This design comes from an exercise in tuning for small area, a short achievable clock period and few clock cycles per item on the open sky130 flow, not from production work. Function was checked by simulation only, so behaviour that the tests miss may differ from the original. No activity file was given, so power comes from the tool's default toggle rates.

--- flow/config.mk ---
export PLATFORM = sky130hd
export DESIGN_NAME = rom_pin_net_resolver_top
export DESIGN_NICKNAME = rom_pin_net_resolver_top
export VERILOG_FILES = /design/flow/design.v
export SDC_FILE = /design/flow/constraint.sdc
export NUM_CORES = 4
export LEC_CHECK = 0
export CAP_MARGIN = 20
export CORE_MARGIN = 2
export CORE_UTILIZATION = 40
export PLACE_DENSITY = 0.48
export SETUP_SLACK_MARGIN = 3.2
export SLEW_MARGIN = 20
--- flow/constraint.sdc ---
create_clock -name core_clock -period 6.0 [get_ports {clk}]
set_input_delay 1.2000 -clock core_clock [delete_from_list [all_inputs] [get_ports {clk}]]
set_output_delay 1.2000 -clock core_clock [all_outputs]
set_load 0.01 [all_outputs]
--- flow/design.v ---
package rpnr_pkg;
  localparam int PINS      = 28;
  localparam int PIN_W     = 5;
  localparam int OP_W      = 2;
  localparam int ADDR_W    = 16;
  localparam int DATA_W    = 8;
  localparam int POLICY_W  = 2;
  localparam int CFG_IDX_W = 1;
  localparam int LEVELS_W  = 2 * PINS;
  localparam int CFG_W     = LEVELS_W;
  localparam logic [OP_W-1:0] OP_LINK   = 2'd0;
  localparam logic [OP_W-1:0] OP_BEND   = 2'd1;
  localparam logic [OP_W-1:0] OP_DRIVES = 2'd2;
  localparam logic [POLICY_W-1:0] POL_RESET = 2'd2;
  localparam logic [LEVELS_W-1:0] ALL_FLOAT = 56'hAAAAAAAAAAAAAA;
  localparam logic [CFG_IDX_W-1:0] CFG_POLICY = 1'b0;
  localparam logic [CFG_IDX_W-1:0] CFG_DRIVES = 1'b1;
endpackage
import rpnr_pkg::*;
module rom_pin_net_resolver_top
(
  input  logic                 clk,
  input  logic                 rst,
  input  logic                 start,
  output logic                 busy,
  input  logic [OP_W-1:0]      op,
  input  logic [PIN_W-1:0]     pin_a,
  input  logic [PIN_W-1:0]     pin_b,
  input  logic                 connected,
  input  logic [ADDR_W-1:0]    address,
  input  logic [DATA_W-1:0]    data,
  output logic                 done,
  output logic                 accepted,
  output logic [DATA_W-1:0]    bent_byte,
  output logic [LEVELS_W-1:0]  pin_levels,
  input  logic                 cfg_valid,
  output logic                 cfg_ready,
  input  logic [CFG_IDX_W-1:0] cfg_index,
  input  logic [CFG_W-1:0]     cfg_data
);
  localparam int NT = PINS * (PINS - 1) / 2;
  localparam logic [PINS*6-1:0] PIN_SRC = {
    6'd33, 6'd15, 6'd13, 6'd8, 6'd9, 6'd11, 6'd32,
    6'd10, 6'd32, 6'd23, 6'd22, 6'd21, 6'd20, 6'd19,
    6'd32, 6'd18, 6'd17, 6'd16, 6'd0, 6'd1, 6'd2,
    6'd3, 6'd4, 6'd5, 6'd6, 6'd7, 6'd12, 6'd14
  };
  localparam logic [DATA_W*5-1:0] DATA_PIN =
    {5'd18, 5'd17, 5'd16, 5'd15, 5'd14, 5'd12, 5'd11, 5'd10};
  logic [NT-1:0]       adj_q;
  logic [PINS-1:0]     adj_m [PINS];
  logic [POLICY_W-1:0] policy;
  logic [PINS-1:0]     force_hi;
  logic [PINS-1:0]     force_lo;
  logic                spread;
  logic [PINS-1:0]     net_hi;
  logic [PINS-1:0]     net_lo;
  logic [DATA_W-1:0]   data_r;
  logic                bend_r;
  logic                start_beat;
  logic                pair_ok;
  logic                is_link;
  logic                is_read;
  logic                is_res;
  logic                link_ok;
  logic [PINS-1:0]     oh_a;
  logic [PINS-1:0]     oh_b;
  logic [PINS-1:0]     wr_sel;
  logic                wr_val;
  logic [PINS-1:0]     src_hi;
  logic [PINS-1:0]     src_lo;
  logic [PINS-1:0]     lv_hi;
  logic [PINS-1:0]     lv_lo;
  logic [PINS-1:0]     x_hi;
  logic [PINS-1:0]     x_lo;
  logic [PINS-1:0]     lvl_hi;
  logic [PINS-1:0]     lvl_lo;
  logic                settled;
  logic [LEVELS_W-1:0] new_levels;
  logic [DATA_W-1:0]   bent_new;
  assign busy       = spread;
  assign cfg_ready  = 1'b1;
  assign start_beat = start && !spread;
  assign is_link    = (op == OP_LINK);
  assign is_read    = (op == OP_BEND);
  assign is_res     = (op == OP_DRIVES);
  assign pair_ok    = (pin_a < PIN_W'(PINS)) && (pin_b < PIN_W'(PINS)) && (pin_a != pin_b);
  assign link_ok    = start_beat && is_link && pair_ok;
  for (genvar i = 0; i < PINS; i++) begin : g_row
    assign oh_a[i] = (pin_a == PIN_W'(i));
    assign oh_b[i] = (pin_b == PIN_W'(i));
    for (genvar j = 0; j < PINS; j++) begin : g_col
      if (i == j) begin : g_diag
        assign adj_m[i][j] = 1'b0;
      end else begin : g_off
        localparam int LO = (i < j) ? i : j;
        localparam int HI = (i < j) ? j : i;
        localparam int T  = LO * PINS - LO * (LO + 1) / 2 + (HI - LO - 1);
        assign adj_m[i][j] = adj_q[T];
      end
    end
  end
  for (genvar i = 0; i < PINS; i++) begin : g_src
    localparam int S = int'(PIN_SRC[6*i +: 6]);
    if (S < 16) begin : g_addr
      assign src_hi[i] = address[S];
      assign src_lo[i] = !address[S];
    end else if (S < 32) begin : g_data
      assign src_hi[i] = data[S-16];
      assign src_lo[i] = !data[S-16];
    end else if (S == 32) begin : g_low
      assign src_hi[i] = 1'b0;
      assign src_lo[i] = 1'b1;
    end else begin : g_high
      assign src_hi[i] = 1'b1;
      assign src_lo[i] = 1'b0;
    end
    assign lv_hi[i] = force_hi[i] || (!force_lo[i] && is_read && src_hi[i]);
    assign lv_lo[i] = force_lo[i] || (!force_hi[i] && is_read && src_lo[i]);
  end
  assign x_hi = spread ? net_hi : lv_hi;
  assign x_lo = spread ? net_lo : lv_lo;
  for (genvar i = 0; i < PINS; i++) begin : g_sp
    assign lvl_hi[i] = x_hi[i] || |(adj_m[i] & x_hi);
    assign lvl_lo[i] = x_lo[i] || |(adj_m[i] & x_lo);
  end
  assign settled = (lvl_hi == x_hi) && (lvl_lo == x_lo);
  always_comb begin
    for (int i = 0; i < PINS; i++) begin
      new_levels[2*i]   = lvl_hi[i] && (!lvl_lo[i] || policy == 2'd0);
      new_levels[2*i+1] = (!lvl_hi[i] && !lvl_lo[i]) || (lvl_hi[i] && lvl_lo[i] && policy[1]);
    end
  end
  assign wr_sel = rst ? '1 : (link_ok ? (oh_a | oh_b) : '0);
  assign wr_val = connected && !rst;
  for (genvar i = 0; i < PINS; i++) begin : g_ui
    for (genvar j = i + 1; j < PINS; j++) begin : g_uj
      localparam int T = i * PINS - i * (i + 1) / 2 + (j - i - 1);
      always_ff @(posedge clk) begin
        if (wr_sel[i] && wr_sel[j]) begin
          adj_q[T] <= wr_val;
        end
      end
    end
  end
  always_ff @(posedge clk) begin
    net_hi <= lvl_hi;
    net_lo <= lvl_lo;
  end
  always_ff @(posedge clk) begin
    if (rst) begin
      spread <= 1'b0;
      done   <= 1'b0;
    end else begin
      spread <= (start_beat && (is_read || is_res)) || (spread && !settled);
      done   <= (start_beat && !(is_read || is_res)) || (spread && settled);
    end
  end
  always_ff @(posedge clk) begin
    if (rst || (cfg_valid && cfg_index == CFG_POLICY)) begin
      policy <= rst ? POL_RESET : cfg_data[POLICY_W-1:0];
    end
  end
  always_ff @(posedge clk) begin
    if (rst || (cfg_valid && cfg_index == CFG_DRIVES)) begin
      for (int i = 0; i < PINS; i++) begin
        force_hi[i] <= !rst && (cfg_data[2*i +: 2] == 2'd1);
        force_lo[i] <= !rst && (cfg_data[2*i +: 2] == 2'd0);
      end
    end
  end
  always_ff @(posedge clk) begin
    if (start_beat) begin
      accepted <= is_link ? pair_ok : (is_read || is_res);
      data_r   <= data;
      bend_r   <= is_read;
    end
  end
  always_ff @(posedge clk) begin
    if (rst || spread) begin
      pin_levels <= rst ? ALL_FLOAT : new_levels;
    end
  end
  for (genvar k = 0; k < DATA_W; k++) begin : g_bend
    localparam int P = int'(DATA_PIN[5*k +: 5]);
    assign bent_new[k] = (bend_r && !new_levels[2*P+1]) ? new_levels[2*P] : data_r[k];
  end
  always_ff @(posedge clk) begin
    if (start_beat) begin
      bent_byte <= data;
    end else if (spread) begin
      bent_byte <= bent_new;
    end
  end
endmodule
--- flow/run.sh ---
#!/bin/bash
# synth_recipe.tcl (not shown) runs the flow's synth.tcl, then flattens the netlist and writes it again
# the make line also repeats each setting of config.mk as NAME=value (left out here)
make -C /OpenROAD-flow-scripts/flow DESIGN_CONFIG=/design/flow/config.mk WORK_HOME=/design/flow/orfs CLKGATE_MAP_FILE= SYNTH_SCRIPT=/design/flow/synth_recipe.tcl finish
==> impl_results.md, run 1 <==
* Status: stopped before the end
* Failed at: 5_1_grt
* Stop err: [ERROR GRT-0232] Routing congestion too high. Check the congestion heatmap in the GUI.
* I/O pin cnt at approximately 170
* Post-synth ARST share at 0
* DP Worst Slack at -0.748 ns
* H-tree depth at 3
* Post-synth EDFFs at 510
* Placer Congestion at 1.43
* Site Rows at ~110
* Yosys Warn Count at 2
* Hold_buf cts at 0
* Post-DP HPWL at 240 mm
* Input/output buffers at between 150 and 200
* Placed cells at 4950
* #FFs+latches synth at 568
* Synth top cells by count: o211ai_1, edfxtp_1, nor2_1
* Count leader, synth: o211ai_1
* Clk sinks at 568
* Syn Area/Cell at 9.94 um^2
* Share of the synthesized area in the top cell type at 0.446
* Total CTS buffers at 66
* Global-route congestion overflow total at 2
* Initial core utilization at 0.403
* Die Width at 297 um
* Clock Tree Buf Depth at 3
* Die Ht at 297 um
* Seq/Total Area, Yosys at 0.480
* Ranking of synthesized cells by area: edfxtp_1, o211ai_1, o2111ai_1
* Largest net degree at the start of global routing at ~160
* Synth Cell Area at approximately 34000 um^2
* Post-synth top area cell: edfxtp_1
* Net count after synthesis at 3557
* Post-synth cell types at between 70 and 80
* Post-Syn Instances at ~3500
* Main flop type after synthesis: edfxtp_1
* All-Layer GR Usage at 0.776
* CTS root buf: clkbuf_16
repair_timing:
action	in CTS
buffers inserted	86
resized for setup	259
gates cloned	1
pin swaps	103
setup endpoints to repair	504
hold endpoints to repair	0
cell families after synthesis:
logic type,Yosys count,synth area share
buf+inv,534,0.0625
mux,4,0.00142
fa+ha+maj,2,0.000728
flops,568,0.480
compound gates,1365,0.307
xor+xnor,5,0.00128
other cells,1,0.000109
simple gates,978,0.147
through the flow:
step / cell area, um^2 / setup TNS [ns]
after CTS: 45900 / 0
after floorplan: 35800 / 0
after global placement: 41900 / -1.77
after detailed placement: 41900 / -1.46
how the worst min path moves through the flow:
stage               slack, ns                     end                 start
CTS                      0.67  bent_byte[6]$_DFFE_PP_   data_r[6]$_DFFE_PP_
detailed placement       0.66  bent_byte[1]$_DFFE_PP_   data_r[1]$_DFFE_PP_
floorplan                0.60      net_hi[25]$_DFF_P_  adj_q[122]$_DFFE_PP_
global placement         0.63  bent_byte[1]$_DFFE_PP_   data_r[1]$_DFFE_PP_
routing by layer:
layer,GRT overflow,track usage
met5,2,0.556
met4,0,0.714
met3,0,0.692
met2,0,0.868
met1,0,0.796
power by group through the flow:
stage | logic, uW | registers, uW | clock network [uW]
after CTS | 3960 | 5230 | 3940
after global placement | 3730 | 5330 | 0
after floorplan | 1630 | 4880 | 0
after detailed placement | 3700 | 5320 | 0
Testbench counts, summed over its fixed seeds: cycles 12,287, items 5,558.
==> run 2, diff against run 1 <==
--- a/flow/design.v
+++ b/flow/design.v
@@ -18,6 +18,10 @@
 endpackage
 import rpnr_pkg::*;
 module rom_pin_net_resolver_top
+#(
+  parameter int STEPS   = 1,
+  parameter bit IN_STEP = 1'b0
+)
 (
   input  logic                 clk,
   input  logic                 rst,
@@ -71,11 +75,13 @@
   logic [PINS-1:0]     src_lo;
   logic [PINS-1:0]     lv_hi;
   logic [PINS-1:0]     lv_lo;
-  logic [PINS-1:0]     x_hi;
-  logic [PINS-1:0]     x_lo;
+  logic [PINS-1:0]     ld_hi;
+  logic [PINS-1:0]     ld_lo;
+  logic [PINS-1:0]     sp_hi [STEPS+1];
+  logic [PINS-1:0]     sp_lo [STEPS+1];
+  logic                settled;
   logic [PINS-1:0]     lvl_hi;
   logic [PINS-1:0]     lvl_lo;
-  logic                settled;
   logic [LEVELS_W-1:0] new_levels;
   logic [DATA_W-1:0]   bent_new;
   assign busy       = spread;
@@ -118,13 +124,26 @@
     assign lv_hi[i] = force_hi[i] || (!force_lo[i] && is_read && src_hi[i]);
     assign lv_lo[i] = force_lo[i] || (!force_hi[i] && is_read && src_lo[i]);
   end
-  assign x_hi = spread ? net_hi : lv_hi;
-  assign x_lo = spread ? net_lo : lv_lo;
-  for (genvar i = 0; i < PINS; i++) begin : g_sp
-    assign lvl_hi[i] = x_hi[i] || |(adj_m[i] & x_hi);
-    assign lvl_lo[i] = x_lo[i] || |(adj_m[i] & x_lo);
-  end
-  assign settled = (lvl_hi == x_hi) && (lvl_lo == x_lo);
+  for (genvar i = 0; i < PINS; i++) begin : g_ld
+    if (IN_STEP) begin : g_step
+      assign ld_hi[i] = lv_hi[i] || |(adj_m[i] & lv_hi);
+      assign ld_lo[i] = lv_lo[i] || |(adj_m[i] & lv_lo);
+    end else begin : g_nostep
+      assign ld_hi[i] = lv_hi[i];
+      assign ld_lo[i] = lv_lo[i];
+    end
+  end
+  assign sp_hi[0] = net_hi;
+  assign sp_lo[0] = net_lo;
+  for (genvar s = 0; s < STEPS; s++) begin : g_sp
+    for (genvar i = 0; i < PINS; i++) begin : g_pin
+      assign sp_hi[s+1][i] = sp_hi[s][i] || |(adj_m[i] & sp_hi[s]);
+      assign sp_lo[s+1][i] = sp_lo[s][i] || |(adj_m[i] & sp_lo[s]);
+    end
+  end
+  assign settled = (sp_hi[STEPS] == sp_hi[STEPS-1]) && (sp_lo[STEPS] == sp_lo[STEPS-1]);
+  assign lvl_hi = sp_hi[STEPS];
+  assign lvl_lo = sp_lo[STEPS];
   always_comb begin
     for (int i = 0; i < PINS; i++) begin
       new_levels[2*i]   = lvl_hi[i] && (!lvl_lo[i] || policy == 2'd0);
@@ -144,8 +163,13 @@
     end
   end
   always_ff @(posedge clk) begin
-    net_hi <= lvl_hi;
-    net_lo <= lvl_lo;
+    if (start_beat) begin
+      net_hi <= ld_hi;
+      net_lo <= ld_lo;
+    end else begin
+      net_hi <= lvl_hi;
+      net_lo <= lvl_lo;
+    end
   end
   always_ff @(posedge clk) begin
     if (rst) begin
--- a/flow/config.mk
+++ b/flow/config.mk
@@ -7,7 +7,7 @@
 export LEC_CHECK = 0
 export CAP_MARGIN = 20
 export CORE_MARGIN = 2
-export CORE_UTILIZATION = 40
-export PLACE_DENSITY = 0.48
-export SETUP_SLACK_MARGIN = 3.2
+export CORE_UTILIZATION = 45
+export PLACE_DENSITY = 0.52
+export SETUP_SLACK_MARGIN = 3.3
 export SLEW_MARGIN = 20
==> run 2 against run 1 <==
  * The flow again stops in 5_1_grt
  * Synthesized cell count is 17% lower
  * Synthesized area is 12% lower
==> impl_results.md, run 2 <==
* #FFs+latches synth at 568
* Hold_buf cts at 0
* All-Layer GR Usage at 0.711
* Site Rows at 94
* Input/output buffers at approximately 160
* Post-DP HPWL at 147 mm
* Yosys Warn Count at 4
* Die Ht at 263 um
* H-tree depth at 3
* Status: stopped before the end
* Post-synth ARST share at 0
* I/O pin cnt at approximately 170
* CTS root buf: clkbuf_16
* Placer Congestion at roughly 1.2
* Post-synth cell types at 56
* Synth top cells by count: edfxtp_1, nor2_1, a22oi_1
* Share of the synthesized area in the top cell type at 0.508
* Syn Area/Cell at 10.6 um^2
* Global-route congestion overflow total at 1
* Main flop type after synthesis: edfxtp_1
* DP Worst Slack at ~1.7 ns
* Largest net degree at the start of global routing at 194
* Post-synth EDFFs at between 500 and 600
* Initial core utilization at 0.456
* Failed at: 5_1_grt
* Total CTS buffers at 66
* Seq/Total Area, Yosys at 0.546
* Stop err: [ERROR GRT-0232] Routing congestion too high. Check the congestion heatmap in the GUI.
* Die Width at 263 um
* Synth Cell Area at slightly above 30000 um^2
* Post-Syn Instances at 2854
* Ranking of synthesized cells by area: edfxtp_1, a22oi_1, nor2_1
* Count leader, synth: edfxtp_1
* Post-synth top area cell: edfxtp_1
* Clk sinks at 568
* Net count after synthesis at slightly below 3000
* Clock Tree Buf Depth at 3
## run 2: stage by stage
step | instances | util | power [uW] | hold WS, ns | cell area, um^2
floorplan | 2854 | - | 5770 | 0.469 | 31200
global placement | 3762 | 0.509 | 6880 | 0.512 | 33600
detailed placement | 3763 | 0.509 | 6900 | 0.522 | 33700
CTS | 4045 | 0.592 | 11100 | 0.547 | 39100
## run 2: how the worst max path moves through the flow
stage | startpoint | to | slack, ns | cells after the start
2_1_floorplan | rst | adj_q[0]$_DFFE_PP_ | 0.57 | 4
3_3_place_gp | pin_b[4] | adj_q[282]$_DFFE_PP_ | 1.70 | 9
3_5_place_dp | pin_a[4] | adj_q[356]$_DFFE_PP_ | 1.67 | 10
4_1_cts | adj_q[154]$_DFFE_PP_ | done$_SDFF_PP0_ | 2.90 | 8
## run 2: metal layers
layer | GRT overflow | track usage
met1 | 0 | 0.719
met2 | 1 | 0.847
met3 | 0 | 0.598
met4 | 0 | 0.665
met5 | 0 | 0.367
## run 2: repair_timing
item / 4_1_cts
buffers inserted: 132
endpoints found under the setup margin: 493
hold endpoints to repair: 0
cloned: 31
pin swaps: 79
gates resized for setup: 397
## run 2: power by group through the flow
| stage | logic [uW] | clock network (uW) | registers, uW |
|---|---|---|---|
| after floorplan | 999 | 0 | 4780 |
| after global placement | 1810 | 0 | 5070 |
| after detailed placement | 1830 | 0 | 5070 |
| after CTS | 2150 | 3970 | 4970 |
## run 2: cell families after synthesis
family / Yosys count / share of synthesized area
AO/OA/AOI/OAI: 1026 / 0.261
XOR/XNOR: 5 / 0.00145
adder cells (fa/ha/maj): 2 / 0.000829
buffers and inverters: 336 / 0.0469
flip-flops: 568 / 0.546
multiplexers: 3 / 0.00112
other: 1 / 0.000124
AND/OR/NAND/NOR: 913 / 0.142
Testbench counts of run 2, summed over its fixed seeds: cycles 14,870, items 5,558.
